Context: an optimization exercise on an open-source flow, tuned for small area, a short achievable clock period and few clock cycles. The choices shown serve that exercise and are no tape-out recipe. RTL that was checked went through simulation tests only; none was proved equivalent to the original. Power and IR drop assume default switching activity.

// isotp_receive_reassembler
module isotp_receive_reassembler #(
	parameter int MAX_MESSAGE_BYTES = 64
) (
	input  logic       clk,
	input  logic       arst_n,
	input  logic       in_valid,
	output logic       in_ready,
	input  logic [1:0] op,
	input  logic [3:0] dlc,
	input  logic [7:0] byte_0,
	input  logic [7:0] byte_1,
	input  logic [7:0] byte_2,
	input  logic [7:0] byte_3,
	input  logic [7:0] byte_4,
	input  logic [7:0] byte_5,
	input  logic [7:0] byte_6,
	input  logic [7:0] byte_7,
	output logic       out_valid,
	input  logic       out_ready,
	output logic [1:0] kind,
	output logic [7:0] data_byte,
	output logic [5:0] byte_index,
	output logic [6:0] msg_length,
	output logic [2:0] error_code,
	output logic       last
);
export LEC_CHECK = 0
export CAP_MARGIN = 20
export CORE_MARGIN = 2
export CORE_UTILIZATION = 40
export CTS_CLUSTER_SIZE = 24
export SETUP_SLACK_MARGIN = 4.0
export SLEW_MARGIN = 20
create_clock -name core_clock -period 7.0 [get_ports {clk}]
run.sh (not shown) runs the stock make flow with config.mk's settings and CLKGATE_MAP_FILE= SYNTH_SCRIPT=/design/flow/synth_recipe.tcl, a recipe that flattens the netlist after the stock synthesis.
==> next run, changes <==
--- a/flow/config.mk
+++ b/flow/config.mk
@@ -7,0 +8 @@
+export ABC_AREA = 1
@@ -11 +11,0 @@
-export CTS_CLUSTER_SIZE = 24
Outcome: The changed run completed without violations; wire length climbs by 16%; power climbs by 5.5%; core utilization drops by 0.78 points; combinational power climbs by 29%; design area climbs by 0.74%; critical path depth drops by 2; clock skew barely changes; global-route usage climbs by 2.0 points.
Function was not checked in any run of this note: the RTL went through the layout flow alone.

========
== P ==
Another version of the RTL of isotp_receive_reassembler (not shown whole).
Size: ~1400 cells after synthesis, ~670 flip-flops.
clock: 7.0 ns
lec_check: 0
cap_margin: 20
core_margin: 2
core_utilization: 40
cts_cluster_diameter: 100
cts_cluster_size: 30
setup_slack_margin: 4.2
slew_margin: 20
Testbench counts of P, summed over its fixed seeds: cycles 16,083.
Edits applied to the flow inputs when going from P to Q:
- SETUP_SLACK_MARGIN: 4.2 -> 4.4
- CTS_CLUSTER_SIZE: 30 -> 26
## What came out
- Q completed every stage of the flow, and the final layout passed the timing, DRC and antenna checks.
- Across both runs, clock period minus worst slack was lower for Q than for P.
- Q vs P: via count up slightly
- Q vs P on number of gates given a new drive strength after cts: Q is the higher one.
- Looking at capturing element of the worst setup path, the in_ready result is from Q; the in_ready_q one comes from P.
- Multi-input combinational area share is higher on Q
- Relative to P, the layout buffer count excluding clock buffers measured on Q has increased by more than 10%.
- The final worst slack in Q was higher than what P gave.
- Comparing Q and P, the lower cell area is on P.
- Going from P to Q, the sequential share of cell area was found to have gone down by 1.1 points.
Input changes introduced in R (baseline for comparison: Q):
- SETUP_SLACK_MARGIN now 4.6, was 4.4
- CTS_CLUSTER_SIZE no longer set, was 26
- CTS_CLUSTER_DIAMETER no longer set, was 100
## What came out
Layout overhead on the synthesized area for R: 8.9 points up relative to Q. The total power in R is 1.2 times that in Q. Of Q and R, the lower half-perimeter wire length of the detailed placement result belongs to Q.
Changes in S relative to R:
- SETUP_SLACK_MARGIN: 4.6 -> 4.8
Findings:
Against R, S comes in 0.2 points higher on portion of total power attributed to the clock network. Diff R -> S | final total power | up by a few percent. Any difference in reported sequential group power between S and R is small enough to ignore.
Here is what was changed in the inputs of T compared with S.
- swapping 4.8 for 4.4 in SETUP_SLACK_MARGIN
- putting ABC_AREA at 1 where nothing was set
==> comparison <==
S ended up with fewer cell instances than T did. A capturing instance or port of the critical path of in_ready is what S shows, while data_byte[1] belongs to T. Multi-input combinational area share, S and T: smaller value in T. From S to T the numbers moved as follows: setup slack at placement went down, die area went up. Tap cell instance count (lower): S. S → T: utilization moved down, combinational group share of total power moved down, fraction of the mapped netlist area in simple logic gates moved up. Critical path data arrival time ended up 0.03 ns higher on T than on S. In terms of clock latency at the later pin of the worst-skew pair, S and T differ only marginally.

========
== north ==
Starting RTL as in the previous note.
Design isotp_receive_reassembler, start of the top module:
module isotp_receive_reassembler #(
	parameter int MAX_MESSAGE_BYTES = 64
) (
	input  logic       clk,
	input  logic       arst_n,
	input  logic       in_valid,
	output logic       in_ready,
	input  logic [1:0] op,
	input  logic [3:0] dlc,
	input  logic [7:0] byte_0,
	input  logic [7:0] byte_1,
	input  logic [7:0] byte_2,
	input  logic [7:0] byte_3,
	input  logic [7:0] byte_4,
	input  logic [7:0] byte_5,
	input  logic [7:0] byte_6,
	input  logic [7:0] byte_7,
	output logic       out_valid,
	input  logic       out_ready,
	output logic [1:0] kind,
	output logic [7:0] data_byte,
	output logic [5:0] byte_index,
	output logic [6:0] msg_length,
	output logic [2:0] error_code,
	output logic       last
);
Settings: LEC_CHECK=0, CAP_MARGIN=20, CORE_MARGIN=2, CORE_UTILIZATION=40, CTS_CLUSTER_DIAMETER=100, CTS_CLUSTER_SIZE=30, SETUP_SLACK_MARGIN=4.4, SLEW_MARGIN=20; clock period 7.0 ns.
Testbench counts of north, summed over its fixed seeds: cycles 16,083.
Input-level comparison between south and north:
-- flow/config.mk --
<<< north, line 9
export CORE_MARGIN = 2
export CORE_UTILIZATION = 40
export CTS_CLUSTER_DIAMETER = 100
>>> south, line 9
export CORE_MARGIN = 2
export CORE_UTILIZATION = 60
export CTS_CLUSTER_DIAMETER = 100
==> comparison <==
south reached the final stage; the timing, DRC and antenna checks on its layout passed. north | stages: all done | timing, DRC, antenna: all pass. For the routed length on met2, south came in about 5% lower than north did. Sequential share of layout area sits higher in south than in north. Diff north..south | total number of nets in the final design | negligible. As far as cell count after synthesis goes, south and north are indistinguishable; the numbers are identical.

========
The RTL this note starts from:
==> flow/design.v <==
package isotp_rx_pkg;
	localparam logic [1:0] OP_ARM   = 2'd0;
	localparam logic [1:0] OP_FRAME = 2'd1;
	localparam logic [1:0] OP_ABORT = 2'd2;
	localparam logic [1:0] KIND_BYTE  = 2'd0;
	localparam logic [1:0] KIND_FLOW  = 2'd1;
	localparam logic [1:0] KIND_ERROR = 2'd2;
	localparam logic [2:0] ERR_SINGLE = 3'd0;
	localparam logic [2:0] ERR_FIRST  = 3'd1;
	localparam logic [2:0] ERR_SEQ    = 3'd2;
	localparam logic [2:0] ERR_SHORT  = 3'd3;
	localparam logic [2:0] ERR_TYPE   = 3'd4;
endpackage
import isotp_rx_pkg::*;
module isotp_receive_reassembler #(
	parameter int MAX_MESSAGE_BYTES = 64
) (
	input  logic       clk,
	input  logic       arst_n,
	input  logic       in_valid,
	output logic       in_ready,
	input  logic [1:0] op,
	input  logic [3:0] dlc,
	input  logic [7:0] byte_0,
	input  logic [7:0] byte_1,
	input  logic [7:0] byte_2,
	input  logic [7:0] byte_3,
	input  logic [7:0] byte_4,
	input  logic [7:0] byte_5,
	input  logic [7:0] byte_6,
	input  logic [7:0] byte_7,
	output logic       out_valid,
	input  logic       out_ready,
	output logic [1:0] kind,
	output logic [7:0] data_byte,
	output logic [5:0] byte_index,
	output logic [6:0] msg_length,
	output logic [2:0] error_code,
	output logic       last
);
	logic       in_ready_q;
	logic       armed_q, multi_q;
	logic [3:0] seq_q;
	logic [6:0] total_q;
	logic [5:0] rem_q;       
	logic [3:0] ck_q;        
	logic [1:0] qcnt_q;      
	logic [8:0] qe0_q, qe1_q;
	logic       ov_q;
	logic [1:0] kind_q;
	logic [7:0] data_q;
	logic [5:0] idx_q;
	logic [6:0] len_q;
	logic [2:0] code_q;
	logic       last_q;
	logic       active_q;    
	logic [5:0] r_q;         
	logic [511:0] st;        
	logic       acc, frame;
	logic [3:0] pci, nib;
	logic       sf_ok, ff_ok, cf_seq_ok, cf_len_ok, cf_last;
	logic [2:0] copy;
	logic       sf_good, ff_good, cf_good, cf_mid, cf_end, seq_err;
	logic       push, push_stream;
	logic [8:0] push_e;
	assign acc   = in_valid && in_ready_q;
	assign pci   = byte_0[7:4];
	assign nib   = byte_0[3:0];
	assign frame = acc && op == OP_FRAME && armed_q && dlc != 4'd0;
	assign sf_ok     = nib != 4'd0 && !nib[3] && (dlc[3] || nib < dlc);
	assign ff_ok     = dlc[3] && nib == 4'd0 && byte_1 >= 8'd8 && byte_1 <= 8'(MAX_MESSAGE_BYTES);
	assign cf_last   = rem_q[5:3] == 3'd0;
	assign copy      = cf_last ? rem_q[2:0] : 3'd7;
	assign cf_seq_ok = nib == seq_q;
	assign cf_len_ok = dlc[3] || copy < dlc[2:0];
	assign sf_good = frame && pci == 4'h0 && sf_ok;
	assign ff_good = frame && pci == 4'h1 && ff_ok;
	assign cf_good = frame && pci == 4'h2 && multi_q && cf_seq_ok && cf_len_ok;
	assign cf_mid  = cf_good && !cf_last;
	assign cf_end  = cf_good && cf_last;
	assign seq_err = frame && pci == 4'h2 && multi_q && !cf_seq_ok;
	assign push        = frame && !cf_mid;
	assign push_stream = sf_good || cf_end;
	always_comb begin
		push_e = {KIND_ERROR, 4'd0, ERR_TYPE};
		if (pci == 4'h0) begin
			if (sf_ok) push_e = {KIND_BYTE, 3'd0, nib};
			else       push_e = {KIND_ERROR, 4'd0, ERR_SINGLE};
		end else if (pci == 4'h1) begin
			if (!dlc[3])    push_e = {KIND_ERROR, 4'd0, ERR_TYPE};
			else if (ff_ok) push_e = {KIND_FLOW, 7'd0};
			else            push_e = {KIND_ERROR, 4'd0, ERR_FIRST};
		end else if (pci == 4'h2 && multi_q) begin
			if (!cf_seq_ok)      push_e = {KIND_ERROR, 4'd0, ERR_SEQ};
			else if (!cf_len_ok) push_e = {KIND_ERROR, 4'd0, ERR_SHORT};
			else                 push_e = {KIND_BYTE, total_q};
		end
	end
	logic armed_d, multi_d;
	logic [3:0] ck_d;
	always_comb begin
		armed_d = armed_q;
		multi_d = multi_q;
		if (acc && op == OP_ARM) begin
			armed_d = 1'b1;
			multi_d = 1'b0;
		end else if (acc && op == OP_ABORT) begin
			armed_d = 1'b0;
			multi_d = 1'b0;
		end else if (sf_good || cf_end) begin
			armed_d = 1'b0;
			multi_d = 1'b0;
		end else if (ff_good) begin
			multi_d = 1'b1;
		end else if (seq_err) begin
			multi_d = 1'b0;
		end
	end
	assign ck_d = ff_good ? 4'd1 : cf_good ? ck_q + 4'd1 : ck_q;
	always_ff @(posedge clk or negedge arst_n) begin
		if (!arst_n) begin
			armed_q <= 1'b0;
			multi_q <= 1'b0;
		end else begin
			armed_q <= armed_d;
			multi_q <= multi_d;
		end
	end
	always_ff @(posedge clk) begin
		ck_q <= ck_d;
		if (ff_good) begin
			seq_q   <= 4'd1;
			total_q <= byte_1[6:0];
			rem_q   <= byte_1[5:0] - 6'd6;
		end else if (cf_good) begin
			seq_q <= seq_q + 4'd1;
			rem_q <= rem_q - 6'd7;
		end
	end
	logic       out_free, pop, load_byte, s_last;
	logic [1:0] h_kind;
	logic [6:0] h_val;
	logic [7:0] rd;
	assign out_free  = !ov_q || out_ready;
	assign h_kind    = qe0_q[8:7];
	assign h_val     = qe0_q[6:0];
	assign pop       = out_free && !active_q && qcnt_q != 2'd0;
	assign rd        = st[8*r_q +: 8];
	assign load_byte = active_q || h_kind == KIND_BYTE;
	assign s_last    = active_q ? ({1'b0, r_q} + 7'd1 == len_q) : (h_val == 7'd1);
	logic [6:0] a_ck;
	logic       qs, qroom_p, p0, p1, pc, pc1, ir_d;
	always_comb begin
		case (ck_q)
			4'd1:    a_ck = 7'd6;
			4'd2:    a_ck = 7'd13;
			4'd3:    a_ck = 7'd20;
			4'd4:    a_ck = 7'd27;
			4'd5:    a_ck = 7'd34;
			4'd6:    a_ck = 7'd41;
			4'd7:    a_ck = 7'd48;
			4'd8:    a_ck = 7'd55;
			default: a_ck = 7'd62;
		endcase
	end
	assign p0  = r_q >= 6'd7;
	assign p1  = r_q > 6'd12 || len_q <= 7'd6;
	assign pc  = {1'b0, r_q} > a_ck + 7'd6 || len_q <= a_ck;
	assign pc1 = {1'b0, r_q} > a_ck + 7'd13 || len_q <= a_ck + 7'd7;
	assign qs = (qcnt_q != 2'd0 && qe0_q[8:7] == KIND_BYTE) ||
	            (qcnt_q == 2'd2 && qe1_q[8:7] == KIND_BYTE);
	assign qroom_p = push ? (qcnt_q == 2'd0 || (qcnt_q == 2'd1 && pop)) : (qcnt_q != 2'd2 || pop);
	assign ir_d = qroom_p && (!(armed_q || (acc && op == OP_ARM)) ||
	              (!qs && (!(active_q && !(out_free && s_last)) || (p0 && p1 && (!multi_q || (pc && pc1))))));
	always_ff @(posedge clk or negedge arst_n) begin
		if (!arst_n) in_ready_q <= 1'b1;
		else in_ready_q <= ir_d;
	end
	assign in_ready = in_ready_q;
	logic [7:0][7:0] b;
	logic            we0;
	assign b   = {byte_7, byte_6, byte_5, byte_4, byte_3, byte_2, byte_1, byte_0};
	logic rdy;
	assign rdy = in_valid && in_ready_q;
	assign we0 = rdy && armed_q &&
	             (!multi_q || (op == OP_FRAME && (pci == 4'h0 ? sf_ok : pci == 4'h1 && ff_ok)));
	for (genvar i = 0; i < 6; i++) begin : g_c0
		always_ff @(posedge clk) begin
			if (we0) st[8*i +: 8] <= byte_0[4] ? b[i + 2] : b[i + 1];
		end
	end
	always_ff @(posedge clk) begin
		if ((we0 && !byte_0[4]) || (rdy && multi_q && ck_q == 4'd1)) st[48 +: 8] <= byte_0[5] ? byte_1 : byte_7;
	end
	for (genvar i = 7; i < MAX_MESSAGE_BYTES; i++) begin : g_cf
		always_ff @(posedge clk) begin
			if (rdy && multi_q && ck_q == 4'((i + 1) / 7)) st[8*i +: 8] <= b[(i + 1) % 7 + 1];
		end
	end
	always_ff @(posedge clk or negedge arst_n) begin
		if (!arst_n) begin
			qcnt_q <= 2'd0;
		end else begin
			qcnt_q <= qcnt_q + 2'(push) - 2'(pop);
		end
	end
	always_ff @(posedge clk) begin
		if (pop) qe0_q <= qe1_q;
		if (push) begin
			if (qcnt_q == 2'd0 || (qcnt_q == 2'd1 && pop)) qe0_q <= push_e;
			else qe1_q <= push_e;
		end
	end
	always_ff @(posedge clk or negedge arst_n) begin
		if (!arst_n) begin
			ov_q     <= 1'b0;
			active_q <= 1'b0;
			r_q      <= 6'd0;
		end else if (out_free) begin
			ov_q <= active_q || qcnt_q != 2'd0;
			if (active_q || pop) begin
				if (load_byte && !s_last) begin
					active_q <= 1'b1;
					r_q      <= r_q + 6'd1;
				end else begin
					active_q <= 1'b0;
					r_q      <= 6'd0;
				end
			end
		end
	end
	always_ff @(posedge clk) begin
		if (out_free && (active_q || pop)) begin
			kind_q <= active_q ? KIND_BYTE : h_kind;
			data_q <= load_byte ? rd : 8'd0;
			idx_q  <= r_q;
			if (!active_q) len_q <= (h_kind == KIND_BYTE) ? h_val : 7'd0;
			code_q <= (!active_q && h_kind == KIND_ERROR) ? h_val[2:0] : 3'd0;
			last_q <= load_byte ? s_last : 1'b1;
		end
	end
	assign out_valid  = ov_q;
	assign kind       = kind_q;
	assign data_byte  = data_q;
	assign byte_index = idx_q;
	assign msg_length = len_q;
	assign error_code = code_q;
	assign last       = last_q;
endmodule
==> flow/config.mk <==
export PLATFORM = sky130hd
export DESIGN_NAME = isotp_receive_reassembler
export DESIGN_NICKNAME = isotp_receive_reassembler
export VERILOG_FILES = /design/flow/design.v
export SDC_FILE = /design/flow/constraint.sdc
export NUM_CORES = 4
export LEC_CHECK = 0
export ABC_CLOCK_PERIOD_IN_PS = 2800
export CAP_MARGIN = 20
export CORE_MARGIN = 2
export CORE_UTILIZATION = 40
export SETUP_SLACK_MARGIN = 4.3
export SLEW_MARGIN = 20
==> flow/constraint.sdc <==
create_clock -name core_clock -period 7.0 [get_ports {clk}]
set_input_delay 1.4000 -clock core_clock [delete_from_list [all_inputs] [get_ports {clk}]]
set_output_delay 1.4000 -clock core_clock [all_outputs]
set_load 0.01 [all_outputs]
Rerun with:
ABC_CLOCK_PERIOD_IN_PS = default   (was 2800)
SETUP_SLACK_MARGIN = 4.6   (was 4.3)
Final cell count rose by 2.7%.
Worst setup slack gets worse by 0.045 ns.
Fmax came out lower by 1.5%.
Wire length rises by 13%.
Clock power rises by about 4%.
Power climbs by 4.7%.
Critical path depth drops by 2.
Cell area increases by 4.6%.
Utilization climbs by 2.3 points.
Non-clock buffer count grows by 56.
No functional check of the RTL was part of any run of this note.

==> separate check: timing with driven ports <==
In the flow no input, the clock included, has a driving cell. The finished layouts below were timed again as built, in two steps.
Step 1 sets driving cells, clkbuf_16 on the clock port and buf_2 on the other inputs (assumed; they add their load-dependent delay and slew).
Step 2, shift: input delay + t, output delay - t, t = (earliest + latest rising clock arrival at the registers) / 2. This alone moves slack from input paths to output paths.
Slacks: no drivers / after step 1 / after step 2; pairs: no drivers / after step 1.
| run | t (ns) | setup slack, ns | worst data-port slew with drivers (ns) | cell pins on the clock port's net |
|---|---|---|---|---|
| the first run of note 1 | 0.661 | 3.979 / 4.009 / 3.348 | 0.09 | 1 |
| the second run of note 1 | 0.696 | 4.035 / 3.991 / 3.376 | 0.08 | 1 |
| P | 0.663 | 4.213 / 4.200 / 3.638 | 0.04 | 1 |
| Q | 0.676 | 4.315 / 4.256 / 3.800 | 0.05 | 1 |
| R | 0.664 | 4.324 / 4.264 / 3.967 | 0.04 | 1 |
| S | 0.671 | 4.329 / 4.270 / 3.861 | 0.05 | 1 |
| T | 0.668 | 4.301 / 4.239 / 3.823 | 0.09 | 1 |
| north | 0.657 | 4.310 / 4.250 / 3.845 | 0.05 | 1 |
| south | 0.651 | 4.334 / 4.275 / 3.823 | 0.04 | 1 |
| the first run of note 4 | 0.693 | 4.020 / 4.039 / 3.347 | 0.09 | 1 |
| the second run of note 4 | 0.689 | 3.976 / 4.015 / 3.327 | 0.10 | 1 |
After both steps setup and hold are still met in every run listed. The setup slack of the first run of note 4, which loses most, moves by +0.019 ns with the drivers and by -0.673 ns with both steps.
